Background: an optimization exercise with open tools, aiming at small area and a short achievable clock period. Do not read the settings as production practice. At most, simulation tests tie the RTL to the original design; equivalence was not proved. Only the layout flow was run in runs 4, 6 and 7; the RTL was not checked for function there. No activity file was given, so power comes from the tool's default toggle rates.

## config.mk

```make
export PLATFORM = sky130hd
export DESIGN_NAME = ram_pipe
export DESIGN_NICKNAME = ram_pipe
export VERILOG_FILES = /design/flow/design.v
export SDC_FILE = /design/flow/constraint.sdc
export NUM_CORES = 4
export LEC_CHECK = 0
export ABC_CLOCK_PERIOD_IN_PS = 2000
export CAP_MARGIN = 20
export CORE_MARGIN = 2
export CORE_UTILIZATION = 70
export CTS_CLUSTER_DIAMETER = 60
export CTS_CLUSTER_SIZE = 30
export PLACE_DENSITY = 0.75
export SETUP_SLACK_MARGIN = 1.9
export SLEW_MARGIN = 30
export SYNTH_HIERARCHICAL = 1
export SYNTH_MINIMUM_KEEP_SIZE = 0
```

## constraint.sdc

```tcl
create_clock -name core_clock -period 4.0 [get_ports {clk}]
set_input_delay 0.8000 -clock core_clock [delete_from_list [all_inputs] [get_ports {clk}]]
set_output_delay 0.8000 -clock core_clock [all_outputs]
set_load 0.01 [all_outputs]
```

## design.v

```verilog
module ram_pipe (
    input  logic        clk,
    input  logic        rst,
    input  logic        req_valid,
    output logic        req_ready,
    input  logic        req_we,
    input  logic [7:0]  req_addr,
    input  logic [15:0] req_wdata,
    output logic        rsp_valid,
    output logic [15:0] rsp_rdata,
    input  logic        clr_start,
    output logic        busy
);
    logic       busy_q, ready_q;
    logic [7:0] clr_q;
    logic       busy_d;
    logic       accept;
    assign accept = req_valid & ready_q;
    always_comb begin
        if (busy_q) busy_d = (clr_q != 8'hff);
        else        busy_d = clr_start;
    end
    always_ff @(posedge clk) begin
        if (!rst) begin
            busy_q  <= 1'b1;
            ready_q <= 1'b0;
            clr_q   <= '0;
        end else begin
            busy_q  <= busy_d;
            ready_q <= ~busy_d;
            clr_q   <= clr_q + {7'd0, busy_q};
        end
    end
    assign req_ready = ready_q;
    assign busy      = busy_q;
    logic ph_q;
    always_ff @(posedge clk) begin
        if (!rst) ph_q <= 1'b0;
        else      ph_q <= ~ph_q;
    end
    logic [7:0]  wa;
    logic        w_en;
    logic [15:0] wlo_q, whi_q;      
    logic [15:0] wlo_n_q, whi_n_q;  
    logic [15:0] wdx_q;             
    assign wa   = busy_q ? clr_q : req_addr;
    assign w_en = rst & (busy_q | (accept & req_we));
    always_ff @(posedge clk) begin
        for (int i = 0; i < 16; i++) begin
            wlo_q[i]   <= w_en & (wa[3:0] == i[3:0]);
            whi_q[i]   <= (wa[7:4] == i[3:0]);
            wlo_n_q[i] <= ~(w_en & (wa[3:0] == i[3:0]));
            whi_n_q[i] <= ~(wa[7:4] == i[3:0]);
        end
        if (w_en) wdx_q <= (busy_q ? 16'h0000 : req_wdata) ^ {16{~ph_q}};
    end
    logic [15:0]  mem [256];
    logic [255:0] wsel, whold;
    always_comb begin
        for (int w = 0; w < 256; w++) begin
            wsel[w]  = ~(wlo_n_q[w % 16] | whi_n_q[w / 16]);
            whold[w] = ~(wlo_q[w % 16] & whi_q[w / 16]);
        end
    end
    always_ff @(posedge clk) begin
        for (int w = 0; w < 256; w++) begin
            mem[w] <= ~((mem[w] | {16{wsel[w]}}) & (wdx_q | {16{whold[w]}}));
        end
    end
    logic [15:0]   dlo;     
    logic [15:0]   dhi;     
    logic [4095:0] mem_flat;
    logic [127:0]  cand_flat;
    logic [15:0]   cand [8];
    logic          hit;
    always_comb begin
        for (int i = 0; i < 16; i++) begin
            dlo[i] = (req_addr[3:0] == i[3:0]);
            dhi[i] = (req_addr[7:4] == i[3:0]);
        end
        for (int w = 0; w < 256; w++) mem_flat[w * 16 +: 16] = mem[w];
        for (int j = 0; j < 8; j++) cand[j] = cand_flat[j * 16 +: 16];
        hit = (|(wlo_q & dlo)) & (|(whi_q & dhi));
    end
    for (genvar j = 0; j < 8; j++) begin : g_rdsel
        logic [31:0] sel;
        ram_pipe_rddec u_rddec (
            .addr (req_addr[4:0]),
            .sel  (sel)
        );
        ram_pipe_rdsel u_rdsel (
            .mem  (mem_flat[j * 512 +: 512]),
            .sel  (sel),
            .cand (cand_flat[j * 16 +: 16])
        );
    end
    logic [15:0] cand_q [8];
    logic [7:0]  csel_q;
    logic        hit_q;
    logic        v1_q, v2_q;
    logic [15:0] dat_q;
    logic [15:0] rd;
    always_ff @(posedge clk) begin
        for (int j = 0; j < 8; j++) begin
            cand_q[j] <= cand[j];
            csel_q[j] <= (req_addr[7:5] == j[2:0]);
        end
        hit_q <= hit;
    end
    always_comb begin
        rd = '0;
        for (int j = 0; j < 8; j++) rd = rd | (cand_q[j] & {16{csel_q[j]}});
        if (hit_q) rd = wdx_q;
        rd = rd ^ {16{~ph_q}};
    end
    always_ff @(posedge clk) begin
        if (!rst) begin
            v1_q  <= 1'b0;
            v2_q  <= 1'b0;
            dat_q <= '0;
        end else begin
            v1_q <= accept & ~req_we;
            v2_q <= v1_q;
            if (v1_q) dat_q <= rd;
        end
    end
    assign rsp_valid = v2_q;
    assign rsp_rdata = dat_q;
endmodule
module ram_pipe_rddec (
    input  logic [4:0]  addr,
    output logic [31:0] sel
);
    always_comb begin
        for (int i = 0; i < 32; i++) sel[i] = (addr == i[4:0]);
    end
endmodule
module ram_pipe_rdsel (
    input  logic [511:0] mem,
    input  logic [31:0]  sel,
    output logic [15:0]  cand
);
    always_comb begin
        cand = '0;
        for (int i = 0; i < 32; i++) begin
            cand = cand | (mem[i * 16 +: 16] & {16{sel[i]}});
        end
    end
endmodule
```

## run.sh

```bash
#!/bin/bash
# synth_recipe.tcl (not shown) runs the flow's synth.tcl, then flattens the netlist and writes it again
# the make line also repeats each setting of config.mk as NAME=value (left out here)
make -C /OpenROAD-flow-scripts/flow DESIGN_CONFIG=/design/flow/config.mk WORK_HOME=/design/flow/orfs CLKGATE_MAP_FILE= SYNTH_SCRIPT=/design/flow/synth_recipe.tcl finish
```

==> key figures, run 1 <==
Run status
  – Status: timing/DRC/antenna clean

Timing
  – Final Max Tran Viols: 0
  – Setup-failing EPs final: 0
  – Total negative setup slack: 0 ps
  – Tmin final: 2420 ps
  – Actual slew at the worst max-slew pin: 1200 ps
  – Fin. Hold Viols: 0
  – Fmax: 413 MHz
  – Period utilisation layout: 0.605
  – Hold WS: 405 ps
  – Clock Skews: 43.5 ps
  – Slew headroom: 0.200
  – RSZ-0062 raised after global routing: yes

Synth
  – Post-synthesis cell area: 0.147 mm^2
  – Post-Syn Nets: 14,100
  – Mapped Cells: 14,100
  – Area leader, netlist: dfxtp_1
  – Count of cell types in the netlist: 53
  – Post-synth EDFFs: 16
  – Synth Flop Type: dfxtp_1
  – Post-synth top area share: 0.589
  – Area contributors post-synth: dfxtp_1 (59%), o22ai_1 (18%), a22oi_1 (11%)
  – Seq cells post-synth: 4,342
  – Fraction of registers with async set or reset after synthesis: 0
  – Post-synthesis area per instance: 10.5 um^2
  – Sequential fraction of the synthesis area: 0.592
  – Yosys warnings: 12

Route
  – Wl on met1: 196,000 um
  – Starting DRT DRC Count: 23,500
  – Antenna Violating Nets Remaining: 0
  – Avg Vias per Cell: 8.16
  – Drt drc: 0
  – DR WL met3: 89,900 um
  – Drt pass-1 iters: 12
  – DRT Wirelength: 567,000 um
  – Top Layer Used: met5
  – Vias: 132,000
  – Met2 wire length: 230,000 um
  – Routed length per instance: 34.9 um

GRT
  – GRT overflow: 0
  – Vias in the first global route: 119,000
  – Initial antenna violation count: 73
  – Largest net degree at the start of global routing: 142
  – First-pass GRT wire length: 805,000 um
  – Total track usage: 0.500

Place
  – Cell Count Post-Placement: 15,600
  – GPL Wtd Cong: 1.11
  – HPWL after DPL: 345,000 um
  – IO Port Bufs: 47

Layout
  – Synth-to-Final Area Change: 8.43%
  – Most frequent cells in the layout: dfxtp_1 (4,241), o22ai_1 (4,112), a22oi_1 (1,749)
  – Nets: 13,200
  – Cell Count, Final, Fillers Out: 16,200
  – Fillcell total: 13,900
  – Share of layout cells above drive strength 1: 0.139
  – Most common cell after layout, fill and taps aside: dfxtp_1

Die
  – Die X: 462 um
  – Die area: 0.214 mm^2
  – Rows: 168
  – Total core area: 0.209 mm^2
  – Starting Density: 0.703
  – Die extent in y: 462 um
  – I/O pin cnt: 48

Power and ir drop
  – Maximum VDD drop: 0.612 mV
  – Logic pwr share: 0.059
  – Sequential Power Share: 0.592
  – Clock Power Share: 0.349
  – Sw Pwr: 18.8 mW
  – Int Power: 55.9 mW
  – Leak pwr: 57.3 nW
  – Sw Ratio: 0.251
  – Power Dens Cells: 468 mW/mm^2

Run
  – Max-Cap Viols: 0

Setup path
  – Max incr delay on CP: 650 ps
  – Req. time, crit path: 4790 ps
  – Crit path cell chain: buf_16 -> buf_16 -> buf_12 -> buf_8 -> nand3b_1 -> nor2_1 -> buf_4 -> a22oi_2 -> nand4_1 -> or4_4
  – CP max FO: 16
  – CP delay by family, top: simple AND/OR/NAND/NOR gates
  – Crit-path slowest cell: or4_4
  – CP Class: input pin to flip-flop
  – Crit path DAT: 3220 ps
  – FF-to-FF path depth: 6
  – Most used cell, CP: buf_16
  – CP startpoint kind: input pin
  – Critical path depth: 10
  – Worst path bufs/invs: 5
  – Setup crit end kind: flip-flop

Hold path
  – Worst min path class: input pin to flip-flop
  – Worst hold stages: 2

Clocking
  – Hold buffers post-CTS: 0
  – # clock sinks: 4,342
  – CTS tree: built
  – Total CTS buffers: 200
  – H-tree levels: 4
  – Clock transition at the registers of the reported paths: 110 ps
  – CTS Buffer Depth: 3
  – Clock Latency Late Sink: 940 ps
  – Root Driver: clkbuf_16
## metal layers
metal / GRT usage / up-vias
met5: 0.00701 / -
met4: 0.346 / 72
met3: 0.200 / 2909
met2: 0.695 / 11600
met1: 0.633 / 64000
li1: - / 53800
## cells by family after synthesis
logic type                 count (synthesis)  share of synthesized area
AOI/OAI and AO/OA                       6286                      0.287
xor gates and xnor gates                  22                    0.00131
adders and majority gates                  2                   0.000170
buffers and inverters                   1720                     0.0588
DFF                                     4342                      0.592
muxes                                     11                    0.00160
and+or+nand+nor                         1683                     0.0589
## modules after synthesis (local to each module, per instance)
module	cells inside	cell area [um^2]	copies in the design	flip-flops and latches
ram_pipe	10500	122000	1	4342
ram_pipe_rddec	47	221	8	0
ram_pipe_rdsel	400	2950	8	0
## path summary, 6_finish.rpt
| kind | to | slack [ps] | from |
|---|---|---|---|
| hold / removal | csel_q[2]$_DFF_P_ | 410 | req_addr[5] |
| hold reg to reg | mem[155][7]$_DFF_P_ | 440 | mem[155][7]$_DFF_P_ |
| setup / recovery | cand_q[5][13]$_DFF_P_ | 1580 | req_addr[0] |
| setup reg to reg | dat_q[5]$_SDFFE_PN0P_ | 1790 | csel_q[3]$_DFF_P_ |
## power groups by stage
stage / Combinational [mW] / Clock (mW) / Sequential [mW]
after floorplan: 2.09 / 0 / 45.0
after global placement: 3.47 / 0 / 45.1
after detailed placement: 3.56 / 0 / 45.2
after CTS: 3.80 / 25.8 / 44.2
after global routing: 4.35 / 27.3 / 44.2
final: 4.39 / 26.1 / 44.2
## what timing repair did
action | CTS | global route
pin swaps | 105 | 295
buffers inserted | 52 | 156
cloned | 17 | 15
setup endpoints to repair | 875 | 405
gates resized for setup | 422 | 484
## sequential cells by signal, summed over array words and instances, names as in the netlist
signal / cells
csel_q: 8
mem: 4096
dat_q: 16
hit_q: 1
v1_q: 1
wlo_n_q: 16
wlo_q: 16
whi_n_q: 16
clr_q: 8
whi_q: 16
wdx_q: 16
ph_q: 1
cand_q: 128
v2_q: 1
busy_q: 1
ready_q: 1
## layout make-up
type                    instances  area [um^2]  area share
multi-input cells            8006        54700       0.343
diodes                         70          175     0.00110
inverters                      34          128    0.000801
flip-flops and latches       4342        87300       0.547
clock inverters               133         1780      0.0111
clock buffers                 219         5250      0.0330
well taps                    2805         3510      0.0220
repair buffers                628         6600      0.0414
## Yosys cell counts, types with 29 or more instances
cell type  count
clkbuf_1    1207
nand2_1      319
nor2_1       545
o22ai_1     4112
inv_1         34
nand2b_1      37
nand4_1      513
buf_6        241
a22oi_1     2072
nand3b_1      30
or4_1        128
nand3_1       29
buf_2        181
dfxtp_1     4326
## stage by stage
step / power [mW] / area [um^2] / utilization / setup slack [ps]
after global placement: 48.6 / 146000 / 0.696 / 156
after detailed placement: 48.7 / 146000 / 0.700 / 278
after floorplan: 47.0 / 147000 / - / 1810
final: 74.7 / 159000 / 0.762 / 1580
after CTS: 73.8 / 156000 / 0.744 / 1660
after global routing: 75.9 / 159000 / 0.761 / 1600
==> inputs of run 2 (changes only) <==
--- a/config.mk
+++ b/config.mk
@@ -9,10 +9,10 @@
 export CAP_MARGIN = 20
 export CORE_MARGIN = 2
 export CORE_UTILIZATION = 70
-export CTS_CLUSTER_DIAMETER = 60
-export CTS_CLUSTER_SIZE = 30
+export CTS_CLUSTER_DIAMETER = 55
+export CTS_CLUSTER_SIZE = 25
 export PLACE_DENSITY = 0.75
-export SETUP_SLACK_MARGIN = 1.9
+export SETUP_SLACK_MARGIN = 2.0
 export SLEW_MARGIN = 30
 export SYNTH_HIERARCHICAL = 1
 export SYNTH_MINIMUM_KEEP_SIZE = 0
==> key figures, run 2 <==
Die
  – Starting Density: 0.703
  – Total core area: 0.209 mm^2
  – Die X: 462 um
  – I/O pin cnt: 48
  – Die extent in y: 462 um
  – Rows: 168
  – Die area: 0.214 mm^2

Route
  – Starting DRT DRC Count: 25,500
  – Antenna Violating Nets Remaining: 0
  – Drt drc: 0
  – Drt pass-1 iters: 13
  – Routed length per instance: 35.1 um
  – DRT Wirelength: 575,000 um
  – Vias: 134,000
  – Avg Vias per Cell: 8.18

Clocking
  – CTS tree: built
  – Clock transition at the registers of the reported paths: 100 ps
  – # clock sinks: 4,342
  – Total CTS buffers: 228
  – H-tree levels: 4
  – Clock Latency Late Sink: 940 ps
  – Hold buffers post-CTS: 0
  – CTS Buffer Depth: 3
  – Root Driver: clkbuf_16

Hold path
  – Worst min path class: flip-flop to flip-flop
  – Worst hold stages: 1

Timing
  – Tmin final: 2390 ps
  – Actual slew at the worst max-slew pin: 1250 ps
  – RSZ-0062 raised after global routing: yes
  – Fmax: 418 MHz
  – Worst setup margin: 1610 ps
  – Slew headroom: 0.168
  – Fin. Hold Viols: 0
  – Total negative setup slack: 0 ps
  – Setup-failing EPs final: 0
  – Clock Skews: 33.4 ps
  – Period utilisation layout: 0.598
  – Hold WS: 437 ps
  – Final Max Tran Viols: 0

Setup path
  – CP max FO: 16
  – Req. time, crit path: 4790 ps
  – Crit-path slowest cell: or4_1
  – Setup crit end kind: flip-flop
  – Worst path bufs/invs: 4
  – Most used cell, CP: buf_16
  – Critical path depth: 9
  – Crit path cell chain: buf_16 -> buf_8 -> buf_16 -> nand3b_1 -> nor2_1 -> buf_6 -> a22oi_1 -> nand4_1 -> or4_1
  – Max incr delay on CP: 550 ps
  – CP Class: input pin to flip-flop
  – FF-to-FF path depth: 2
  – CP delay by family, top: simple AND/OR/NAND/NOR gates
  – Crit path DAT: 3190 ps
  – CP startpoint kind: input pin

Synth
  – Synth Flop Type: dfxtp_1
  – Count of cell types in the netlist: 53
  – Most numerous cell in the Yosys netlist: dfxtp_1
  – Area leader, netlist: dfxtp_1
  – Sequential fraction of the synthesis area: 0.592
  – Mapped Cells: 14,100
  – Post-Syn Nets: 14,100
  – Post-synthesis area per instance: 10.5 um^2
  – Post-synth top area share: 0.589
  – Post-synthesis cell area: 0.147 mm^2
  – Post-synth top cells: dfxtp_1 (4,326), o22ai_1 (4,112), a22oi_1 (2,072), clkbuf_1 (1,207), nor2_1 (545)
  – Area contributors post-synth: dfxtp_1 (59%), o22ai_1 (18%), a22oi_1 (11%)
  – Seq cells post-synth: 4,342
  – Post-synth EDFFs: 16
  – Fraction of registers with async set or reset after synthesis: 0
  – Yosys warnings: 12

GRT
  – GRT overflow: 0
  – First-pass GRT wire length: 810,000 um
  – Largest net degree at the start of global routing: 152
  – Vias in the first global route: 119,000
  – Initial antenna violation count: 68
  – Total track usage: 0.504

Layout
  – Nets: 13,400
  – Top Registers: mem x4096, cand_q x128
  – Cell Count, Final, Fillers Out: 16,400
  – Number of flip-flops in the largest register: 4,096
  – Most common cell after layout, fill and taps aside: dfxtp_1
  – Finished Cell Area: 0.163 mm^2
  – Share of layout cells above drive strength 1: 0.167
  – Synth-to-Final Area Change: 10.9%
  – Top reg by flops: mem
  – Final Core Density: 0.779
  – Most frequent cells in the layout: dfxtp_1 (4,247), o22ai_1 (4,112), a22oi_1 (1,512)

Place
  – GPL Wtd Cong: 1.05
  – IO Port Bufs: 47
  – Cell Count Post-Placement: 15,700
  – HPWL after DPL: 349,000 um
  – Place WS: -104 ps
  – Area post-placement: 0.147 mm^2

Power and ir drop
  – Sw Ratio: 0.244
  – Power Dens Cells: 471 mW/mm^2
  – Power, Total: 76.8 mW
  – Logic pwr share: 0.058
  – Sequential Power Share: 0.577
  – Clock Power Share: 0.366
  – Maximum VDD drop: 0.578 mV
  – Sw Pwr: 18.8 mW
  – Leak pwr: 58.9 nW
  – Int Power: 58.0 mW

Run
  – Max-Cap Viols: 0

Run status
  – Status: timing/DRC/antenna clean
## run 2: cell types whose count changed in the layout (fill, tap and decap cells not counted), sizes merged
cell          change
buf             +156
bufbuf            -3
bufinv           +10
clkbuf           +50
clkinv            +2
clkinvlp          +9
diode            -22
dlygate4sd2       +1
dlymetal6s2s      -1
inv              -26
nor2              +2
## run 2: cells by family (layout without fill, tap and decap cells)
kind of cell	after synthesis	in the layout	share of synthesized area
multiplexers	11	11	0.00160
other	0	48	0
flip-flops	4342	4342	0.592
buffers and inverters	1720	1212	0.0588
XOR/XNOR	22	22	0.00131
AO/OA/AOI/OAI	6286	6286	0.287
adder cells (fa/ha/maj)	2	2	0.000170
AND/OR/NAND/NOR	1683	1687	0.0589
## run 2: power by group through the flow
| stage | combinational (mW) | clock [mW] | sequential [mW] |
|---|---|---|---|
| CTS | 3.85 | 27.7 | 44.2 |
| global route | 4.40 | 29.3 | 44.3 |
| floorplan | 2.09 | 0 | 45.0 |
| global placement | 3.46 | 0 | 45.2 |
| finish | 4.44 | 28.1 | 44.3 |
| detailed placement | 3.57 | 0 | 45.2 |
## run 2: layout make-up
type                            instances  area, um^2
Tap cell                             2805        3510
Clock inverter                        128        1680
Multi-Input combinational cell       8008       55800
Clock buffer                          268        6280
Inverter                               34         128
Fill cell                           13400       46200
Antenna cell                           48         120
Sequential cell                      4342       87300
Timing Repair Buffer                  782        8170
## run 2: path summary, 6_finish.rpt
check                      startpoint                    to  slack, ps
setup reg to reg     wlo_q[8]$_DFF_P_  mem[168][14]$_DFF_P_       1850
hold reg to reg   mem[112][9]$_DFF_P_   mem[112][9]$_DFF_P_        440
hold / removal    mem[112][9]$_DFF_P_   mem[112][9]$_DFF_P_        440
setup / recovery          req_addr[0]  cand_q[2][9]$_DFF_P_       1610
## run 2: repair_timing
item,4_1_cts,5_1_grt
endpoints found under the setup margin,2290,761
gates resized for setup,655,589
buffers inserted,86,191
cloned,15,26
pin swaps,183,361
## run 2: metal layers
metal | vias to the layer above | GRT usage | routed length (um)
met5 | - | 0.00226 | 578
met2 | 12200 | 0.693 | 229000
met3 | 2981 | 0.183 | 93800
li1 | 54200 | - | -
met1 | 64800 | 0.660 | 199000
met4 | 48 | 0.340 | 52400
## run 2: per-module statistics from Yosys (local to each module, per instance)
module	times used	flops+latches	cell area, um^2	cells
ram_pipe	1	4342	122000	10500
ram_pipe_rdsel	8	0	2950	400
ram_pipe_rddec	8	0	221	47
==> inputs of run 3 (changes only) <==
--- a/config.mk
+++ b/config.mk
@@ -8,11 +8,10 @@
 export ABC_CLOCK_PERIOD_IN_PS = 2000
 export CAP_MARGIN = 20
 export CORE_MARGIN = 2
-export CORE_UTILIZATION = 70
+export CORE_UTILIZATION = 60
 export CTS_CLUSTER_DIAMETER = 55
 export CTS_CLUSTER_SIZE = 25
-export PLACE_DENSITY = 0.75
-export SETUP_SLACK_MARGIN = 2.0
+export SETUP_SLACK_MARGIN = 2.2
 export SLEW_MARGIN = 30
 export SYNTH_HIERARCHICAL = 1
 export SYNTH_MINIMUM_KEEP_SIZE = 0
==> key figures, run 3 <==
Run status
  – Status: timing/DRC/antenna clean

Synth
  – XOR/XNOR Fraction of Synth Area: 0.00131
  – Synth Area in Adders: 0.000170
  – Post-synth EDFFs: 16
  – Mapped Cells: 14,100
  – Count of cell types in the netlist: 53
  – Post-synthesis mux area share: 0.00160
  – Sequential fraction of the synthesis area: 0.592
  – Post-synthesis area per instance: 10.5 um^2
  – Fraction of registers with async set or reset after synthesis: 0
  – Largest family of logic cells by synthesized area: compound AO/OA/AOI/OAI gates
  – Synth Flop Type: dfxtp_1
  – Synth Area in Compound Gates: 0.287
  – Post-Syn Nets: 14,100
  – Most numerous cell in the Yosys netlist: dfxtp_1
  – Yosys warnings: 12
  – Seq cells post-synth: 4,342
  – Simple-gate share of the synthesized area: 0.0589
  – Area contributors post-synth: dfxtp_1 (59%), o22ai_1 (18%), a22oi_1 (11%)
  – Post-synthesis cell area: 0.147 mm^2
  – Post-synth top area share: 0.589
  – Post-synth top cells: dfxtp_1 (4,326), o22ai_1 (4,112), a22oi_1 (2,072), clkbuf_1 (1,207), nor2_1 (545)
  – Area leader, netlist: dfxtp_1

Setup path
  – Worst Setup EP: rsp_rdata[10]
  – Setup crit end kind: output pin
  – Max incr delay on CP: 450 ps
  – Crit-path slowest cell: dfxtp_4
  – CP max FO: 2
  – FF-to-FF path depth: 5
  – Crit path DAT: 1580 ps
  – CP startpoint kind: flip-flop
  – Crit. Startpoint: dat_q[10]$_SDFFE_PN0P_
  – Req. time, crit path: 3200 ps
  – Worst path bufs/invs: 1
  – CP delay by family, top: flip-flops
  – Critical R2R Launch: csel_q[2]$_DFF_P_
  – Reg-to-reg slack, setup: 1770 ps
  – CP Class: flip-flop to output pin
  – Crit path cell chain: buf_6
  – Critical path depth: 1
  – FF-to-FF End: dat_q[8]$_SDFFE_PN0P_

Timing
  – Final Max Tran Viols: 0
  – RSZ-0062 raised after global routing: yes
  – Actual slew at the worst max-slew pin: 1150 ps
  – Period utilisation layout: 0.596
  – Fmax: 419 MHz
  – Fin. Hold Viols: 0
  – Total negative setup slack: 0 ps
  – Clock Skews: 55.4 ps
  – Setup-failing EPs final: 0
  – Tmin final: 2380 ps
  – Slew headroom: 0.231

Route
  – Starting DRT DRC Count: 20,900
  – Drt drc: 0
  – Antenna Violating Nets Remaining: 0
  – Drt pass-1 iters: 12
  – Vias: 134,000
  – DRT Wirelength: 605,000 um
  – Routed length per instance: 35.1 um
  – Avg Vias per Cell: 7.77

Clocking
  – Root Driver: clkbuf_16
  – CTS tree: built
  – # clock sinks: 4,342
  – CTS Buffer Depth: 4
  – Clock transition at the registers of the reported paths: 90 ps
  – H-tree levels: 5
  – Clock Latency Late Sink: 1020 ps
  – Total CTS buffers: 292

GRT
  – Total track usage: 0.457
  – Initial antenna violation count: 74
  – Vias in the first global route: 122,000
  – Largest net degree at the start of global routing: 143
  – First-pass GRT wire length: 856,000 um
  – GRT overflow: 0

Place
  – Area post-placement: 0.147 mm^2
  – GPL Wtd Cong: 1.05
  – IO Port Bufs: 47
  – HPWL after DPL: 360,000 um

Hold path
  – Worst min path class: input pin to flip-flop

Die
  – I/O pin cnt: 48
  – Die area: 0.249 mm^2
  – Die extent in y: 499 um
  – Total core area: 0.243 mm^2
  – Starting Density: 0.604
  – Rows: 181
  – Die X: 499 um

Layout
  – Most frequent cells in the layout: dfxtp_1 (4,245), o22ai_1 (4,112), a22oi_1 (1,335)
  – Most common cell after layout, fill and taps aside: dfxtp_1
  – Number of flip-flops in the largest register: 4,096
  – Top Registers: mem x4096, cand_q x128
  – Synth-to-Final Area Change: 16.5%
  – Fillcell total: 17,600
  – Nets: 13,800
  – Finished Cell Area: 0.171 mm^2
  – Share of layout cells above drive strength 1: 0.213
  – Top reg by flops: mem

Run
  – Max-Cap Viols: 0

Power and ir drop
  – Leak pwr: 62.1 nW
  – Power Dens Cells: 477 mW/mm^2
  – Maximum VDD drop: 0.480 mV
-- run 3: worst min path at each step --
stage	from	to	slack (ps)	depth (start not counted)
6_report	req_addr[1]	wlo_n_q[9]$_DFF_P_	380	4
5_1_grt	req_addr[1]	wlo_n_q[13]$_DFF_P_	390	4
4_1_cts	rst	busy_q$_SDFF_PN1_	370	2
3_5_place_dp	mem[178][14]$_DFF_P_	mem[178][14]$_DFF_P_	430	1
3_3_place_gp	mem[118][1]$_DFF_P_	mem[118][1]$_DFF_P_	420	1
2_1_floorplan	mem[113][14]$_DFF_P_	mem[113][14]$_DFF_P_	410	1
-- run 3: logic make-up after synthesis --
family / count (synthesis)
adder cells (fa/ha/maj): 2
buffers and inverters: 1720
XOR/XNOR: 22
AO/OA/AOI/OAI: 6286
AND/OR/NAND/NOR: 1683
flip-flops: 4342
multiplexers: 11
-- run 3: power by group --
group	switching (mW)	internal [mW]
Sequential	0.450	43.7
Combinational	3.27	1.55
Clock	16.9	15.8
Total	20.6	61.0
-- run 3: stage by stage --
step                      cells  total power [mW]   util  hold slack, ps  setup WS, ps
after floorplan           14100              47.1      -             412          1810
after global placement    16000              48.7  0.602             417           236
after detailed placement  16000              48.8  0.605             427           386
after CTS                 17000              80.9  0.687             372          1680
after global routing      17200              83.1  0.703             390          1620
final                     17200              81.6  0.703             385          1620
-- run 3: layer usage --
layer / GRT usage / up-vias / wire length (um)
li1: - / 55100 / -
met1: 0.596 / 66100 / 223000
met2: 0.646 / 10300 / 249000
met3: 0.151 / 2425 / 83900
met4: 0.299 / 56 / 49100
met5: 0.00424 / - / 381
-- run 3: timing repair --
item,CTS,global route
setup buffers,346,183
pin swaps,578,387
resized for setup,1479,493
setup endpoints to repair,3459,1190
hold buffers,0,0
gates cloned,84,20
-- run 3: cell type report --
type	instances	area [um^2]	share of cell area
timing repair buffer	1073	11800	0.0686
tap	3202	4010	0.0234
inverter	34	133	0.000775
clock inverter	192	2410	0.0141
sequential	4342	87300	0.510
multi-input combinational	8019	57900	0.338
clock buffer	323	7600	0.0444
antenna	45	113	0.000658
-- run 3: Yosys stat by module (local to each module, per instance) --
module,cells,times used,flops+latches
ram_pipe_rddec,47,8,0
ram_pipe_rdsel,400,8,0
ram_pipe,10500,1,4342
==> inputs of run 4 (changes only) <==
--- a/design.v
+++ b/design.v
@@ -70,8 +70,8 @@
     logic [15:0]   dlo;     
     logic [15:0]   dhi;     
     logic [4095:0] mem_flat;
-    logic [127:0]  cand_flat;
-    logic [15:0]   cand [8];
+    logic [255:0]  cand_flat;
+    logic [15:0]   cand [16];
     logic          hit;
     always_comb begin
         for (int i = 0; i < 16; i++) begin
@@ -79,37 +79,37 @@
             dhi[i] = (req_addr[7:4] == i[3:0]);
         end
         for (int w = 0; w < 256; w++) mem_flat[w * 16 +: 16] = mem[w];
-        for (int j = 0; j < 8; j++) cand[j] = cand_flat[j * 16 +: 16];
+        for (int j = 0; j < 16; j++) cand[j] = cand_flat[j * 16 +: 16];
         hit = (|(wlo_q & dlo)) & (|(whi_q & dhi));
     end
     for (genvar j = 0; j < 8; j++) begin : g_rdsel
-        logic [31:0] sel;
+        logic [15:0] sel;
         ram_pipe_rddec u_rddec (
-            .addr (req_addr[4:0]),
+            .addr (req_addr[3:0]),
             .sel  (sel)
         );
         ram_pipe_rdsel u_rdsel (
             .mem  (mem_flat[j * 512 +: 512]),
             .sel  (sel),
-            .cand (cand_flat[j * 16 +: 16])
+            .cand (cand_flat[j * 32 +: 32])
         );
     end
-    logic [15:0] cand_q [8];
-    logic [7:0]  csel_q;
+    logic [15:0] cand_q [16];
+    logic [15:0] csel_q;
     logic        hit_q;
     logic        v1_q, v2_q;
     logic [15:0] dat_q;
     logic [15:0] rd;
     always_ff @(posedge clk) begin
-        for (int j = 0; j < 8; j++) begin
+        for (int j = 0; j < 16; j++) begin
             cand_q[j] <= cand[j];
-            csel_q[j] <= (req_addr[7:5] == j[2:0]);
+            csel_q[j] <= (req_addr[7:4] == j[3:0]);
         end
         hit_q <= hit;
     end
     always_comb begin
         rd = '0;
-        for (int j = 0; j < 8; j++) rd = rd | (cand_q[j] & {16{csel_q[j]}});
+        for (int j = 0; j < 16; j++) rd = rd | (cand_q[j] & {16{csel_q[j]}});
         if (hit_q) rd = wdx_q;
         rd = rd ^ {16{~ph_q}};
     end
@@ -128,22 +128,24 @@
     assign rsp_rdata = dat_q;
 endmodule
 module ram_pipe_rddec (
-    input  logic [4:0]  addr,
-    output logic [31:0] sel
+    input  logic [3:0]  addr,
+    output logic [15:0] sel
 );
     always_comb begin
-        for (int i = 0; i < 32; i++) sel[i] = (addr == i[4:0]);
+        for (int i = 0; i < 16; i++) sel[i] = (addr == i[3:0]);
     end
 endmodule
 module ram_pipe_rdsel (
     input  logic [511:0] mem,
-    input  logic [31:0]  sel,
-    output logic [15:0]  cand
+    input  logic [15:0]  sel,
+    output logic [31:0]  cand
 );
     always_comb begin
         cand = '0;
-        for (int i = 0; i < 32; i++) begin
-            cand = cand | (mem[i * 16 +: 16] & {16{sel[i]}});
+        for (int k = 0; k < 2; k++) begin
+            for (int i = 0; i < 16; i++) begin
+                cand[k * 16 +: 16] = cand[k * 16 +: 16] | (mem[(k * 16 + i) * 16 +: 16] & {16{sel[i]}});
+            end
         end
     end
 endmodule
--- a/config.mk
+++ b/config.mk
@@ -8,10 +8,11 @@
 export ABC_CLOCK_PERIOD_IN_PS = 2000
 export CAP_MARGIN = 20
 export CORE_MARGIN = 2
-export CORE_UTILIZATION = 60
-export CTS_CLUSTER_DIAMETER = 55
-export CTS_CLUSTER_SIZE = 25
-export SETUP_SLACK_MARGIN = 2.2
+export CORE_UTILIZATION = 70
+export CTS_CLUSTER_DIAMETER = 60
+export CTS_CLUSTER_SIZE = 30
+export PLACE_DENSITY = 0.75
+export SETUP_SLACK_MARGIN = 1.9
 export SLEW_MARGIN = 30
 export SYNTH_HIERARCHICAL = 1
 export SYNTH_MINIMUM_KEEP_SIZE = 0
==> key figures, run 4 <==
Layout
  – Area of the multi-input gates: 0.0544 mm^2
  – Top Registers: mem x4096, cand_q x256
  – Most common cell after layout, fill and taps aside: dfxtp_1
  – Most frequent cells in the layout: dfxtp_1 (4,370), o22ai_1 (4,099), a22o_1 (1,008)
  – Top reg by flops: mem
  – Synth-to-Final Area Change: 6.77%
  – Finished Cell Area: 0.160 mm^2
  – Reg area: 0.0900 mm^2
  – Share of layout cells above drive strength 1: 0.113
  – Final Core Density: 0.754
  – Fillcell total: 14,100
  – Nets: 12,800
  – Number of flip-flops in the largest register: 4,096

Route
  – Antenna Violating Nets Remaining: 0
  – Vias: 130,000
  – Routed length per instance: 35.8 um
  – Starting DRT DRC Count: 21,600
  – Avg Vias per Cell: 8.25
  – Drt drc: 0
  – DRT Wirelength: 565,000 um
  – Drt pass-1 iters: 9

Synth
  – Seq cells post-synth: 4,478
  – Most numerous cell in the Yosys netlist: dfxtp_1
  – Post-Syn Nets: 13,600
  – Post-synthesis area per instance: 11.0 um^2
  – Area leader, netlist: dfxtp_1
  – Count of cell types in the netlist: 55
  – Post-synthesis cell area: 0.150 mm^2
  – Post-synth top area share: 0.595
  – Post-synth EDFFs: 16
  – Yosys warnings: 12
  – Synth Flop Type: dfxtp_1
  – Sequential fraction of the synthesis area: 0.598
  – Area contributors post-synth: dfxtp_1 (60%), o22ai_1 (17%), a221oi_1 (5.9%)
  – Mapped Cells: 13,600
  – Fraction of registers with async set or reset after synthesis: 0
  – Post-synth top cells: dfxtp_1 (4,462), o22ai_1 (4,099), clkbuf_1 (1,282), a221oi_1 (1,008), a22o_1 (1,008)

Setup path
  – CP max FO: 6
  – Crit. Startpoint: csel_q[0]$_DFF_P_
  – Crit path cell chain: buf_4 -> buf_4 -> a22oi_2 -> nand3_2 -> a2111oi_4 -> mux2_4
  – Max incr delay on CP: 460 ps
  – Critical R2R Launch: csel_q[0]$_DFF_P_
  – Crit-path slowest cell: a22oi_2
  – Setup crit end kind: flip-flop
  – CP delay by family, top: compound AO/OA/AOI/OAI gates
  – Worst path bufs/invs: 2
  – Crit path DAT: 3210 ps
  – Req. time, crit path: 4800 ps
  – CP startpoint kind: flip-flop
  – CP Class: flip-flop to flip-flop
  – Most used cell, CP: buf_4

Clocking
  – Clock transition at the registers of the reported paths: 110 ps
  – CTS Buffer Depth: 3
  – Clock Latency Late Sink: 920 ps
  – # clock sinks: 4,478
  – Total CTS buffers: 204
  – H-tree levels: 4
  – Root Driver: clkbuf_16
  – Hold buffers post-CTS: 0
  – CTS tree: built

Die
  – Die area: 0.218 mm^2
  – Die X: 467 um
  – Die extent in y: 467 um
  – Rows: 169
  – Total core area: 0.213 mm^2
  – I/O pin cnt: 48
  – Starting Density: 0.706

Timing
  – Setup-failing EPs final: 0
  – Tmin final: 2410 ps
  – Total negative setup slack: 0 ps
  – Actual slew at the worst max-slew pin: 1160 ps
  – Period utilisation layout: 0.602
  – Fmax: 415 MHz
  – Worst setup margin: 1590 ps
  – Slew headroom: 0.227
  – RSZ-0062 raised after global routing: yes
  – Fin. Hold Viols: 0
  – Clock Skews: 39.7 ps
  – Final Max Tran Viols: 0

Run status
  – Status: timing/DRC/antenna clean

GRT
  – GRT overflow: 0
  – Largest net degree at the start of global routing: 169
  – Initial antenna violation count: 41
  – First-pass GRT wire length: 809,000 um
  – Total track usage: 0.491
  – Vias in the first global route: 119,000

Power and ir drop
  – Power, Total: 77.2 mW
  – Leak pwr: 59.0 nW
  – Maximum VDD drop: 0.562 mV
  – Power Dens Cells: 482 mW/mm^2

Place
  – Area post-placement: 0.150 mm^2
  – Place WS: 459 ps
  – GPL Wtd Cong: 1.04
  – HPWL after DPL: 346,000 um
  – IO Port Bufs: 47

Run
  – Max-Cap Viols: 0

Hold path
  – Worst min path class: flip-flop to flip-flop
  – Hold wc startpoint: mem[199][8]$_DFF_P_
run 4: cell count changes after synthesis, sizes merged, moves of 48 or more:
cell	delta
clkbuf	+54
nor2	-215
a22o	+1024
or4	-128
a22oi	-1984
nand4	-240
dfxtp	+136
a221oi	+1024
buf	-157
and4bb	+48
run 4: path summary, 6_finish.rpt:
kind	to	slack [ps]	cells after the start
min reg2reg	mem[199][8]$_DFF_P_	440	1
min	mem[199][8]$_DFF_P_	440	1
max reg2reg	dat_q[11]$_SDFFE_PN0P_	1590	6
max	dat_q[11]$_SDFFE_PN0P_	1590	6
run 4: cell type report:
cell class | instances | area share
Clock buffer | 231 | 0.0342
Clock inverter | 136 | 0.0114
Antenna cell | 49 | 0.000765
Timing Repair Buffer | 501 | 0.0299
Sequential cell | 4478 | 0.562
Multi-Input combinational cell | 7545 | 0.339
Tap cell | 2821 | 0.0220
Inverter | 12 | 0.000281
run 4: cells by family after synthesis:
family                     Yosys count  synth area share
adders and majority gates            2          0.000167
xor gates and xnor gates            38           0.00222
and+or+nand+nor                   1133            0.0436
AOI/OAI and AO/OA                 6344             0.301
muxes                               27           0.00236
DFF                               4478             0.598
buffers and inverters             1595            0.0521
run 4: power by group:
part / total (mW) / switching, mW / internal, mW
Combinational: 4.54 / 3.06 / 1.48
Sequential: 45.6 / 0.452 / 45.1
Clock: 27.1 / 15.5 / 11.6
Total: 77.2 / 19.0 / 58.2
run 4: per-module statistics from Yosys, one instance, submodules excluded:
module          cell area [um^2]  flops+latches  cells  copies in the design
ram_pipe_rdsel              2830              0    336                     8
ram_pipe                  125000           4478  10800                     1
ram_pipe_rddec               277              0     20                     8
run 4: metrics by stage:
stage	hold slack, ps	std cells
3_3_place_gp	417	15300
6_report	439	15800
4_1_cts	442	15700
3_5_place_dp	427	15300
2_1_floorplan	412	13600
5_1_grt	448	15700
run 4: layer usage:
layer,wire length (um),vias up,track usage,part of all wire
met1,200000,63600,0.633,0.35
met3,86900,2480,0.182,0.15
li1,-,53100,-,-
met4,48100,30,0.344,0.085
met5,319,-,0.00242,0.00056
met2,230000,10900,0.679,0.41
run 4: timing repair:
action	CTS	global route
pin swaps	47	39
setup endpoints to repair	1144	675
hold endpoints to repair	0	0
gates cloned	1	4
resized for setup	347	128
setup buffers	29	41
==> inputs of run 5 (changes only) <==
--- a/design.v
+++ b/design.v
@@ -95,23 +95,25 @@
         );
     end
     logic [15:0] cand_q [16];
-    logic [15:0] csel_q;
-    logic        hit_q;
+    logic [15:0] rs_q;
+    logic        rf_q, rx_q;
+    logic        r_en;
     logic        v1_q, v2_q;
     logic [15:0] dat_q;
     logic [15:0] rd;
+    assign r_en = rst & accept & ~req_we;
     always_ff @(posedge clk) begin
         for (int j = 0; j < 16; j++) begin
             cand_q[j] <= cand[j];
-            csel_q[j] <= (req_addr[7:4] == j[3:0]);
+            rs_q[j]   <= r_en & ~hit & (req_addr[7:4] == j[3:0]);
         end
-        hit_q <= hit;
+        rf_q <= r_en & hit;
+        rx_q <= r_en & ph_q;
     end
     always_comb begin
-        rd = '0;
-        for (int j = 0; j < 16; j++) rd = rd | (cand_q[j] & {16{csel_q[j]}});
-        if (hit_q) rd = wdx_q;
-        rd = rd ^ {16{~ph_q}};
+        rd = wdx_q & {16{rf_q}};
+        for (int j = 0; j < 16; j++) rd = rd | (cand_q[j] & {16{rs_q[j]}});
+        rd = (rd ^ {16{rx_q}}) | (dat_q & {16{~v1_q}});
     end
     always_ff @(posedge clk) begin
         if (!rst) begin
@@ -119,9 +121,9 @@
             v2_q  <= 1'b0;
             dat_q <= '0;
         end else begin
-            v1_q <= accept & ~req_we;
-            v2_q <= v1_q;
-            if (v1_q) dat_q <= rd;
+            v1_q  <= r_en;
+            v2_q  <= v1_q;
+            dat_q <= rd;
         end
     end
     assign rsp_valid = v2_q;
==> key figures, run 5 <==
Setup path
  – CP Class: flip-flop to output pin
  – Crit-path slowest cell: dfxtp_4
  – Critical R2R Launch: wlo_q[3]$_DFF_P_
  – Crit path cell chain: buf_6
  – Req. time, crit path: 3200 ps
  – CP startpoint kind: flip-flop
  – Crit path DAT: 1610 ps
  – CP max FO: 2
  – Setup crit end kind: output pin
  – FF-to-FF End: mem[227][11]$_DFF_P_
  – Worst path bufs/invs: 1
  – Crit. Startpoint: dat_q[1]$_SDFF_PN0_
  – FF-to-FF path depth: 3
  – Reg-to-reg slack, setup: 1720 ps
  – CP delay by family, top: flip-flops
  – Max incr delay on CP: 510 ps

Layout
  – Nets: 12,700
  – Synth-to-Final Area Change: 6.20%
  – Top Registers: mem x4096, cand_q x256
  – Top reg by flops: mem
  – Most frequent cells in the layout: dfxtp_1 (4,379), o22ai_1 (4,097), a22o_1 (1,054)
  – Finished Cell Area: 0.159 mm^2
  – Fillcell total: 14,400
  – Share of layout cells above drive strength 1: 0.110
  – Most common cell after layout, fill and taps aside: dfxtp_1
  – Number of flip-flops in the largest register: 4,096
  – Cell Count, Final, Fillers Out: 15,700

Place
  – Cell Count Post-Placement: 15,300
  – Area post-placement: 0.150 mm^2
  – GPL Wtd Cong: 1.03
  – IO Port Bufs: 47
  – HPWL after DPL: 344,000 um

Synth
  – Synth Flop Type: dfxtp_1
  – Post-synth EDFFs: 16
  – Post-synth top cells: dfxtp_1 (4,463), o22ai_1 (4,097), clkbuf_1 (1,317), a221oi_1 (1,056), a22o_1 (1,056)
  – Yosys warnings: 12
  – Post-synthesis cell area: 0.150 mm^2
  – Post-synthesis area per instance: 11.1 um^2
  – Post-Syn Nets: 13,600
  – Most numerous cell in the Yosys netlist: dfxtp_1
  – Post-synth top area share: 0.596
  – Fraction of registers with async set or reset after synthesis: 0
  – Count of cell types in the netlist: 54
  – Seq cells post-synth: 4,479
  – Sequential fraction of the synthesis area: 0.599
  – Mapped Cells: 13,600
  – Area contributors post-synth: dfxtp_1 (60%), o22ai_1 (17%), a221oi_1 (6.2%)
  – Area leader, netlist: dfxtp_1

Clocking
  – CTS Buffer Depth: 3
  – Total CTS buffers: 202
  – Clock Latency Late Sink: 950 ps
  – Root Driver: clkbuf_16
  – H-tree levels: 4
  – Clock transition at the registers of the reported paths: 110 ps
  – # clock sinks: 4,479
  – Hold buffers post-CTS: 0
  – CTS tree: built

Route
  – Starting DRT DRC Count: 22,700
  – DRT Wirelength: 557,000 um
  – Routed length per instance: 35.5 um
  – Avg Vias per Cell: 8.22
  – Drt pass-1 iters: 10
  – Vias: 129,000
  – Antenna Violating Nets Remaining: 0
  – Drt drc: 0

Power and ir drop
  – Leak pwr: 58.6 nW
  – Power Dens Cells: 480 mW/mm^2
  – Sw Pwr: 18.9 mW
  – Int Power: 57.4 mW
  – Sw Ratio: 0.248
  – Maximum VDD drop: 0.580 mV
  – Sequential Power Share: 0.598
  – Logic pwr share: 0.061
  – Clock Power Share: 0.341

Timing
  – Fmax: 415 MHz
  – Total negative setup slack: 0 ps
  – Actual slew at the worst max-slew pin: 1180 ps
  – Period utilisation layout: 0.602
  – Slew headroom: 0.216
  – Fin. Hold Viols: 0
  – Final Max Tran Viols: 0
  – Tmin final: 2410 ps
  – Setup-failing EPs final: 0
  – RSZ-0062 raised after global routing: yes
  – Clock Skews: 48.4 ps

Die
  – I/O pin cnt: 48
  – Total core area: 0.213 mm^2
  – Die area: 0.218 mm^2
  – Die X: 467 um
  – Starting Density: 0.705
  – Die extent in y: 467 um
  – Rows: 169

Run status
  – Status: timing/DRC/antenna clean

GRT
  – Vias in the first global route: 118,000
  – Total track usage: 0.486
  – Largest net degree at the start of global routing: 171
  – First-pass GRT wire length: 800,000 um
  – Initial antenna violation count: 51
  – GRT overflow: 0

Run
  – Max-Cap Viols: 0

Hold path
  – Worst min path class: input pin to flip-flop
  – Hold EP: rs_q[5]$_DFF_P_
  – Hold wc startpoint: req_addr[4]
  – Worst hold stages: 3
run 5: cell count changes in the layout (fill, tap and decap cells not counted), sizes merged, moves of 17 or more:
cell / delta
a22oi: -80
diode: -22
a221oi: +48
mux2: -17
nor2b: -19
nand2: +17
nand3: -18
o21ai: -19
inv: +20
nor2: -63
a22o: +48
run 5: worst max path at each step:
stage / end / cells after the start
after floorplan: rs_q[4]$_DFF_P_ / 8
after global placement: cand_q[0][12]$_DFF_P_ / 6
after detailed placement: cand_q[0][12]$_DFF_P_ / 6
after CTS: busy / 1
after global routing: rsp_rdata[1] / 1
final: rsp_rdata[1] / 1
run 5: cell type report:
| type | instances | area [um^2] | area share |
|---|---|---|---|
| flip-flops and latches | 4479 | 90000 | 0.565 |
| multi-input cells | 7463 | 53700 | 0.337 |
| clock buffers | 221 | 5320 | 0.0334 |
| repair buffers | 510 | 4870 | 0.0306 |
| well taps | 2821 | 3530 | 0.0222 |
| clock inverters | 129 | 1580 | 0.00990 |
| inverters | 36 | 139 | 0.000873 |
| diodes | 27 | 67.6 | 0.000424 |
run 5: repair_timing:
| item | in CTS | in global routing |
|---|---|---|
| setup endpoints to repair | 1181 | 831 |
| resized for setup | 263 | 146 |
| hold endpoints to repair | 0 | 0 |
| setup buffers | 6 | 23 |
| pin swaps | 3 | 7 |
| cloned | 2 | 4 |
run 5: power by group through the flow:
stage | registers (mW) | logic, mW | clock network [mW]
5_1_grt | 45.6 | 4.70 | 27.5
3_5_place_dp | 46.6 | 4.21 | 0
2_1_floorplan | 46.4 | 2.64 | 0
4_1_cts | 45.6 | 4.29 | 25.8
6_report | 45.6 | 4.65 | 26.1
3_3_place_gp | 46.6 | 4.12 | 0
run 5: Yosys stat by module (local to each module, per instance):
module / area (um^2) / copies in the design / cells / flip-flops and latches
ram_pipe_rddec: 277 / 8 / 20 / 0
ram_pipe: 125000 / 1 / 10700 / 4479
ram_pipe_rdsel: 2830 / 8 / 336 / 0
run 5: kinds of logic after synthesis:
| group | Yosys count | share of synthesized area |
|---|---|---|
| AOI/OAI and AO/OA | 6320 | 0.301 |
| DFF | 4479 | 0.599 |
| buffers and inverters | 1614 | 0.0525 |
| and+or+nand+nor | 1111 | 0.0448 |
| xor gates and xnor gates | 22 | 0.00129 |
| muxes | 8 | 0.000952 |
| adders and majority gates | 2 | 0.000167 |
run 5: stage by stage:
stage	power [mW]	utilization	worst slack, ps	hold slack (ps)
2_1_floorplan	49.0	-	1790	412
5_1_grt	77.8	0.749	1610	385
6_report	76.3	0.749	1590	365
4_1_cts	75.7	0.744	1670	441
3_3_place_gp	50.7	0.706	342	418
3_5_place_dp	50.8	0.708	281	427
run 5: worst register-to-register path, delay by kind of cell (launching register included):
family	cells	cell delay (ps)
flops	1	360
compound gates	1	390
buf+inv	1	740
simple gates	1	700
run 5: layer usage:
metal / wire length, um / vias to the layer above / GRT usage / part of all wire
met5: 430 / - / 0.00373 / 0.00077
met4: 43900 / 54 / 0.320 / 0.079
met3: 88700 / 2105 / 0.186 / 0.16
met2: 224000 / 10700 / 0.660 / 0.40
met1: 200000 / 63200 / 0.643 / 0.36
li1: - / 52900 / - / -
==> inputs of run 6 (changes only) <==
==> design.v (replaced) <==
module ram_pipe (
    input  logic        clk,
    input  logic        rst,
    input  logic        req_valid,
    output logic        req_ready,
    input  logic        req_we,
    input  logic [7:0]  req_addr,
    input  logic [15:0] req_wdata,
    output logic        rsp_valid,
    output logic [15:0] rsp_rdata,
    input  logic        clr_start,
    output logic        busy
);
    logic       busy_q, ready_q;
    logic [7:0] clr_q;
    logic       busy_d;
    logic       accept;
    assign accept = req_valid & ready_q;
    always_comb begin
        if (busy_q) busy_d = (clr_q != 8'hff);
        else        busy_d = clr_start;
    end
    always_ff @(posedge clk) begin
        if (!rst) begin
            busy_q  <= 1'b1;
            ready_q <= 1'b0;
            clr_q   <= '0;
        end else begin
            busy_q  <= busy_d;
            ready_q <= ~busy_d;
            clr_q   <= clr_q + {7'd0, busy_q};
        end
    end
    assign req_ready = ready_q;
    assign busy      = busy_q;
    logic [7:0]  wa;
    logic        w_en, r_en;
    logic [15:0] rlo_q, rhi_q;    
    logic [15:0] wlo_q, whi_q;    
    logic [15:0] wlo_n_q, whi_n_q;  
    logic [15:0] wd_q;
    logic        v1_q, v2_q;
    logic [15:0] dat_q;
    assign wa   = busy_q ? clr_q : req_addr;
    assign w_en = rst & (busy_q | (accept & req_we));
    assign r_en = rst & accept & ~req_we;
    always_ff @(posedge clk) begin
        for (int i = 0; i < 16; i++) begin
            rlo_q[i] <= (req_addr[3:0] == i[3:0]);
            rhi_q[i] <= (req_addr[7:4] == i[3:0]);
            wlo_q[i] <= w_en & (wa[3:0] == i[3:0]);
            whi_q[i] <= (wa[7:4] == i[3:0]);
            wlo_n_q[i] <= ~(w_en & (wa[3:0] == i[3:0]));
            whi_n_q[i] <= ~(wa[7:4] == i[3:0]);
        end
        wd_q <= busy_q ? 16'h0000 : req_wdata;
    end
    logic [15:0] mem [256];
    logic [255:0] wsel, whold;
    always_comb begin
        for (int w = 0; w < 256; w++) begin
            wsel[w]  = ~(wlo_n_q[w % 16] | whi_n_q[w / 16]);
            whold[w] = ~(wlo_q[w % 16] & whi_q[w / 16]);
        end
    end
    always_ff @(posedge clk) begin
        for (int w = 0; w < 256; w++) begin
            mem[w] <= (wd_q & {16{wsel[w]}}) | (mem[w] & {16{whold[w]}});
        end
    end
    logic [15:0] grp [16];
    logic [15:0] rd;
    always_comb begin
        for (int h = 0; h < 16; h++) begin
            grp[h] = '0;
            for (int l = 0; l < 16; l++) begin
                grp[h] = grp[h] | (mem[h * 16 + l] & {16{rlo_q[l]}});
            end
        end
        rd = '0;
        for (int h = 0; h < 16; h++) begin
            rd = rd | (grp[h] & {16{rhi_q[h]}});
        end
    end
    always_ff @(posedge clk) begin
        if (!rst) begin
            v1_q  <= 1'b0;
            v2_q  <= 1'b0;
            dat_q <= '0;
        end else begin
            v1_q <= r_en;
            v2_q <= v1_q;
            if (v1_q) dat_q <= rd;
        end
    end
    assign rsp_valid = v2_q;
    assign rsp_rdata = dat_q;
endmodule
==> config.mk (replaced) <==
export PLATFORM = sky130hd
export DESIGN_NAME = ram_pipe
export DESIGN_NICKNAME = ram_pipe
export VERILOG_FILES = /design/flow/design.v
export SDC_FILE = /design/flow/constraint.sdc
export NUM_CORES = 4
export LEC_CHECK = 0
export ABC_CLOCK_PERIOD_IN_PS = 2000
export CAP_MARGIN = 20
export CORE_MARGIN = 2
export CORE_UTILIZATION = 50
export SETUP_SLACK_MARGIN = 1.8
export SLEW_MARGIN = 20
==> key figures, run 6 <==
Timing
  – Fmax: 305 MHz
  – RSZ-0062 raised after global routing: yes
  – Clock Skews: 49.9 ps
  – Fin. Hold Viols: 0
  – Tmin final: 3280 ps
  – Total negative setup slack: 0 ps
  – Hold WS: 274 ps
  – Slew headroom: 0.111
  – Setup-failing EPs final: 0
  – Final Max Tran Viols: 0
  – Actual slew at the worst max-slew pin: 1330 ps
  – Period utilisation layout: 0.821

Synth
  – Mapped Cells: 13,100
  – Area contributors post-synth: dfxtp_1 (56%), a22o_1 (30%), a221oi_1 (5.7%)
  – Post-Syn Nets: 13,200
  – Post-synthesis area per instance: 11.5 um^2
  – Area leader, netlist: dfxtp_1
  – Post-synth top area share: 0.563
  – Count of cell types in the netlist: 34
  – Post-synthesis cell area: 0.151 mm^2
  – Most numerous cell in the Yosys netlist: a22o_1
  – Seq cells post-synth: 4,236
  – Post-synth top cells: a22o_1 (5,079), dfxtp_1 (4,236), clkbuf_1 (1,321), a221oi_1 (974), nand2_1 (299)
  – Synth Flop Type: dfxtp_1
  – Fraction of registers with async set or reset after synthesis: 0
  – Yosys warnings: 3
  – Sequential fraction of the synthesis area: 0.563
  – Post-synth EDFFs: 0

Setup path
  – Req. time, crit path: 4880 ps
  – CP Class: flip-flop to flip-flop
  – CP startpoint kind: flip-flop
  – Setup crit end kind: flip-flop
  – Crit path DAT: 4170 ps
  – Max incr delay on CP: 550 ps
  – CP max FO: 47
  – Most used cell, CP: nand4_1
  – Crit-path slowest cell: a221oi_1
  – Crit path cell chain: buf_12 -> a22o_1 -> a221oi_1 -> nand4_1 -> a22oi_2 -> nand4_1 -> nor2_2 -> a21oi_1

Route
  – Starting DRT DRC Count: 18,700
  – Drt pass-1 iters: 10
  – DRT Wirelength: 653,000 um
  – Drt drc: 0
  – Avg Vias per Cell: 7.54
  – Vias: 130,000
  – Antenna Violating Nets Remaining: 0
  – Routed length per instance: 37.7 um

Layout
  – Reg area: 0.0851 mm^2
  – Most common cell after layout, fill and taps aside: a22o_1
  – Area of the multi-input gates: 0.0620 mm^2
  – Fillcell total: 24,100
  – Number of flip-flops in the largest register: 4,096
  – Most frequent cells in the layout: a22o_1 (5,070), dfxtp_1 (4,145), a221oi_1 (772)
  – Top reg by flops: mem
  – Cell Count, Final, Fillers Out: 17,300
  – Synth-to-Final Area Change: 17.5%
  – Share of layout cells above drive strength 1: 0.163
  – Nets: 13,000

Die
  – Die area: 0.306 mm^2
  – I/O pin cnt: 48
  – Rows: 201
  – Die extent in y: 553 um
  – Total core area: 0.300 mm^2
  – Die X: 553 um
  – Starting Density: 0.503

Place
  – GPL Wtd Cong: 0.953
  – Cell Count Post-Placement: 16,300
  – IO Port Bufs: 47
  – HPWL after DPL: 386,000 um

Hold path
  – Worst min path class: input pin to flip-flop

GRT
  – Total track usage: 0.405
  – Largest net degree at the start of global routing: 113
  – Vias in the first global route: 122,000
  – GRT overflow: 0
  – First-pass GRT wire length: 918,000 um
  – Initial antenna violation count: 46

Clocking
  – Clock transition at the registers of the reported paths: 60 ps
  – Total CTS buffers: 427
  – # clock sinks: 4,236
  – H-tree levels: 5
  – Root Driver: clkbuf_16
  – CTS Buffer Depth: 4
  – Clock Latency Late Sink: 1000 ps
  – CTS tree: built

Power and ir drop
  – Leak pwr: 67.1 nW
  – Maximum VDD drop: 0.363 mV
  – Power Dens Cells: 483 mW/mm^2
  – Power, Total: 85.4 mW

Run
  – Max-Cap Viols: 0

Run status
  – Status: timing/DRC/antenna clean
run 6: cell types whose count changed in the layout (fill, tap and decap cells not counted), sizes merged, moves of 46 or more:
cell and delta:
inv -51, o22ai -4092, a22o +4007, a221oi -91, a22oi +162, and4bb -48, clkinv +52, and4b -46
buf +404, dfxtp -227, clkbuf +416
run 6: power by group:
group	total (mW)	leakage, nW	switching, mW	internal, mW
clock	41.9	7.24	17.7	24.2
sequential	42.4	34.2	0.200	42.2
combinational	1.18	25.7	0.853	0.322
total	85.4	67.1	18.7	66.7
run 6: critical path, delay by kind of cell (launching register included):
family / cells / cell delay, ps
flops: 1 / 430
simple gates: 3 / 1180
buf+inv: 1 / 260
compound gates: 4 / 1270
run 6: cell type report:
class                      instances  share of cell area
inverter                          34            0.000721
multi-input combinational       7300               0.350
timing repair buffer             934              0.0569
sequential                      4236               0.481
clock inverter                   160              0.0104
tap                             3958              0.0280
clock buffer                     637              0.0723
antenna                           36            0.000509
run 6: worst paths after layout:
check | startpoint | endpoint | slack, ps | cells past startpoint
worst min register to register | mem[206][9]$_DFF_P_ | mem[206][9]$_DFF_P_ | 480 | 1
worst min-delay path | rst | busy_q$_SDFF_PN1_ | 270 | 2
worst max-delay path | rlo_q[8]$_DFF_P_ | dat_q[1]$_SDFFE_PN0P_ | 720 | 8
worst max register to register | rlo_q[8]$_DFF_P_ | dat_q[1]$_SDFFE_PN0P_ | 720 | 8
run 6: what timing repair did:
action / CTS / global route
hold buffers: 0 / 0
buffers inserted: 108 / 52
resized for setup: 430 / 212
gates cloned: 23 / 6
pin swaps: 111 / 96
setup endpoints to repair: 1154 / 1500
run 6: metal layers:
metal | vias to the layer above | GRT usage | wire length (um)
met4 | 30 | 0.248 | 47300
met1 | 66100 | 0.536 | 252000
li1 | 52500 | - | -
met3 | 2139 | 0.121 | 84200
met2 | 9580 | 0.577 | 269000
met5 | - | 0 | 300
run 6: cells by family after synthesis:
kind of cell	Yosys count	synth area share
flops	4236	0.563
simple gates	967	0.0300
buf+inv	1612	0.0415
compound gates	6326	0.365
fa+ha+maj	2	0.000166
xor+xnor	5	0.000291
run 6: through the flow:
step                      area (um^2)  setup slack [ps]   util
after CTS                      175000               945  0.584
after global routing           177000               913  0.590
after floorplan                151000              2220      -
after global placement         157000              -214  0.523
final                          177000               717  0.590
after detailed placement       157000             -13.6  0.523
==> inputs of run 7 (changes only) <==
--- a/config.mk
+++ b/config.mk
@@ -8,6 +8,8 @@
 export ABC_CLOCK_PERIOD_IN_PS = 2000
 export CAP_MARGIN = 20
 export CORE_MARGIN = 2
-export CORE_UTILIZATION = 50
+export CORE_UTILIZATION = 65
+export CTS_CLUSTER_DIAMETER = 60
+export CTS_CLUSTER_SIZE = 30
 export SETUP_SLACK_MARGIN = 1.8
 export SLEW_MARGIN = 20
==> key figures, run 7 <==
Timing
  – Fmax: 298 MHz
  – Total negative setup slack: 0 ps
  – Fin. Hold Viols: 0
  – Period utilisation layout: 0.838
  – Tmin final: 3350 ps
  – Setup-failing EPs final: 0
  – Worst setup margin: 650 ps
  – Actual slew at the worst max-slew pin: 1330 ps
  – Slew headroom: 0.110
  – RSZ-0062 raised after global routing: yes
  – Final Max Tran Viols: 0
  – Clock Skews: 43.2 ps

Synth
  – Yosys warnings: 3
  – Post-synthesis cell area: 0.151 mm^2
  – Post-synth EDFFs: 0
  – Fraction of registers with async set or reset after synthesis: 0
  – Count of cell types in the netlist: 34
  – Most numerous cell in the Yosys netlist: a22o_1
  – Post-Syn Nets: 13,200
  – Area leader, netlist: dfxtp_1
  – Post-synthesis area per instance: 11.5 um^2
  – Seq cells post-synth: 4,236
  – Sequential fraction of the synthesis area: 0.563
  – Mapped Cells: 13,100
  – Synth Flop Type: dfxtp_1
  – Post-synth top cells: a22o_1 (5,079), dfxtp_1 (4,236), clkbuf_1 (1,321), a221oi_1 (974), nand2_1 (299)
  – Post-synth top area share: 0.563
  – Area contributors post-synth: dfxtp_1 (56%), a22o_1 (30%), a221oi_1 (5.7%)

Die
  – Total core area: 0.230 mm^2
  – Die extent in y: 485 um
  – Die area: 0.236 mm^2
  – Die X: 485 um
  – Rows: 176
  – Starting Density: 0.655
  – I/O pin cnt: 48

Layout
  – Fillcell total: 15,700
  – Nets: 12,700
  – Number of flip-flops in the largest register: 4,096
  – Most frequent cells in the layout: a22o_1 (5,073), dfxtp_1 (4,147), a221oi_1 (749)
  – Cell Count, Final, Fillers Out: 15,900
  – Share of layout cells above drive strength 1: 0.139
  – Top reg by flops: mem
  – Final Core Density: 0.732
  – Synth-to-Final Area Change: 11.9%
  – Finished Cell Area: 0.169 mm^2
  – Most common cell after layout, fill and taps aside: a22o_1

Clocking
  – Total CTS buffers: 203
  – Hold buffers post-CTS: 0
  – Clock transition at the registers of the reported paths: 110 ps
  – Root Driver: clkbuf_16
  – Clock Latency Late Sink: 940 ps
  – CTS tree: built
  – CTS Buffer Depth: 3
  – # clock sinks: 4,236
  – H-tree levels: 4

Setup path
  – Crit path DAT: 4140 ps
  – CP delay by family, top: simple AND/OR/NAND/NOR gates
  – CP startpoint kind: flip-flop
  – Reg-to-reg slack, setup: 650 ps
  – Req. time, crit path: 4790 ps
  – Crit path cell chain: buf_12 -> buf_12 -> buf_16 -> a22o_1 -> a221oi_2 -> nand4_1 -> a22oi_2 -> nand4_1 -> nor2_1 -> a21oi_1
  – CP Class: flip-flop to flip-flop
  – CP max FO: 13
  – Crit-path slowest cell: nand4_1
  – Setup crit end kind: flip-flop
  – Worst path bufs/invs: 3
  – Max incr delay on CP: 690 ps

Power and ir drop
  – Maximum VDD drop: 0.457 mV
  – Leak pwr: 63.3 nW
  – Power Dens Cells: 416 mW/mm^2

GRT
  – Total track usage: 0.499
  – Largest net degree at the start of global routing: 100
  – Initial antenna violation count: 43
  – GRT overflow: 0
  – First-pass GRT wire length: 875,000 um
  – Vias in the first global route: 120,000

Place
  – Cell Count Post-Placement: 15,200
  – HPWL after DPL: 361,000 um
  – IO Port Bufs: 47
  – Place WS: 267 ps
  – Area post-placement: 0.155 mm^2
  – GPL Wtd Cong: 1.00

Route
  – DRT Wirelength: 622,000 um
  – Drt pass-1 iters: 9
  – Starting DRT DRC Count: 22,700
  – Antenna Violating Nets Remaining: 0
  – Drt drc: 0
  – Vias: 131,000
  – Routed length per instance: 39.1 um
  – Avg Vias per Cell: 8.27

Hold path
  – Worst min path class: input pin to flip-flop

Run status
  – Status: timing/DRC/antenna clean

Run
  – Max-Cap Viols: 0
## run 7: cell types whose count changed in the layout (fill, tap and decap cells not counted), moves of 26 or more
cell	previous run	this run
nor2_2	115	146
clkbuf_1	90	6
buf_4	651	573
nand2_2	74	20
clkinv_2	87	6
inv_6	10	36
clkbuf_16	444	225
clkbuf_8	109	4
nor2_1	172	135
nand2_1	225	279
clkinv_8	4	42
## run 7: timing repair
action                                  in CTS  in global routing
resized for setup                          519                138
gates cloned                                29                 15
pin swaps                                  142                 96
endpoints found under the setup margin     653                362
buffers inserted                           148                 50
## run 7: per-stage QoR
stage / hold WS (ps) / power [mW]
finish: 414 / 70.2
global route: 430 / 71.4
CTS: 403 / 69.7
detailed placement: 464 / 44.1
global placement: 461 / 44.1
floorplan: 450 / 43.6
## run 7: power by group
part           total (mW)  leakage, nW  internal, mW  switching [mW]
clock                26.6         3.52          11.0            15.6
combinational        1.31         25.6         0.374           0.938
sequential           42.3         34.1          42.1           0.163
total                70.2         63.3          53.5            16.7
## run 7: cell type report
| cell class | count | area [um^2] | area share |
|---|---|---|---|
| Sequential cell | 4236 | 85100 | 0.505 |
| Multi-Input combinational cell | 7300 | 62100 | 0.368 |
| Timing Repair Buffer | 882 | 10100 | 0.0598 |
| Clock buffer | 220 | 5330 | 0.0316 |
| Tap cell | 3026 | 3790 | 0.0225 |
| Clock inverter | 147 | 1950 | 0.0115 |
| Inverter | 34 | 128 | 0.000757 |
| Antenna cell | 45 | 113 | 0.000668 |
## run 7: final timing paths
kind / from / depth (start not counted) / end
setup / recovery: rlo_q[8]$_DFF_P_ / 10 / dat_q[5]$_SDFFE_PN0P_
hold / removal: req_wdata[12] / 2 / wd_q[12]$_SDFF_PP0_
setup reg to reg: rlo_q[8]$_DFF_P_ / 10 / dat_q[5]$_SDFFE_PN0P_
hold reg to reg: mem[37][4]$_DFF_P_ / 1 / mem[37][4]$_DFF_P_
## run 7: cell families after synthesis
logic type	share of synthesized area
buffers and inverters	0.0415
adders and majority gates	0.000166
and+or+nand+nor	0.0300
AOI/OAI and AO/OA	0.365
DFF	0.563
xor gates and xnor gates	0.000291
## run 7: worst register-to-register path, delay by kind of cell (launching register included)
kind	cells	cell delay [ps]
and+or+nand+nor	3	1170
AOI/OAI and AO/OA	4	1060
buffers and inverters	3	600
DFF	1	390
## run 7: layer usage
metal	track usage	up-vias	wire length [um]
li1	-	51900	-
met1	0.653	64800	222000
met2	0.672	11900	244000
met3	0.203	2757	103000
met4	0.332	38	51600
met5	0	-	287

-- port drivers added, routing unchanged --
The flow's constraints put no driver on any port. The routed layouts listed below were extracted and timed again, unchanged, in two steps.
Step 1 (the two cells are an assumption about what drives the block):
set clk [get_ports {clk}]
set_driving_cell -lib_cell sky130_fd_sc_hd__clkbuf_16 $clk
set_driving_cell -lib_cell sky130_fd_sc_hd__buf_2 [delete_from_list [all_inputs] $clk]
Step 2 moves the port delays by t, midway between the first and last clock arrival at a register: inputs arrive t later, outputs are due t later. That takes back most of the time a late clock gives input paths.
a / b / c = ideal / step 1 / step 2; a / b = the first two.
run	t (ns)	slack for setup (ns)	hold slack, ns	worst setup path after step 2	pins driven straight from the clock port
run 1	1.017	1.579 / 1.354 / 0.337	0.405 / 0.439 / 0.439	input to register	1
run 2	1.016	1.609 / 1.319 / 0.302	0.437 / 0.437 / 0.437	input to register	1
run 3	1.076	1.616 / 1.455 / 0.379	0.385 / 0.347 / 0.437	input to register	1
run 4	1.012	1.593 / 1.538 / 0.586	0.439 / 0.439 / 0.439	input to register	1
run 5	1.026	1.591 / 1.492 / 0.563	0.365 / 0.372 / 0.440	input to register	1
run 6	1.073	0.717 / 0.717 / 0.717	0.274 / 0.258 / 0.477	register to register	1
run 7	1.014	0.650 / 0.650 / 0.650	0.414 / 0.336 / 0.488	register to register	1
After both steps setup and hold are still met in every run listed. For run 2, which loses most, drivers alone change the setup slack by -0.290 ns; drivers and shift together by -1.307 ns.
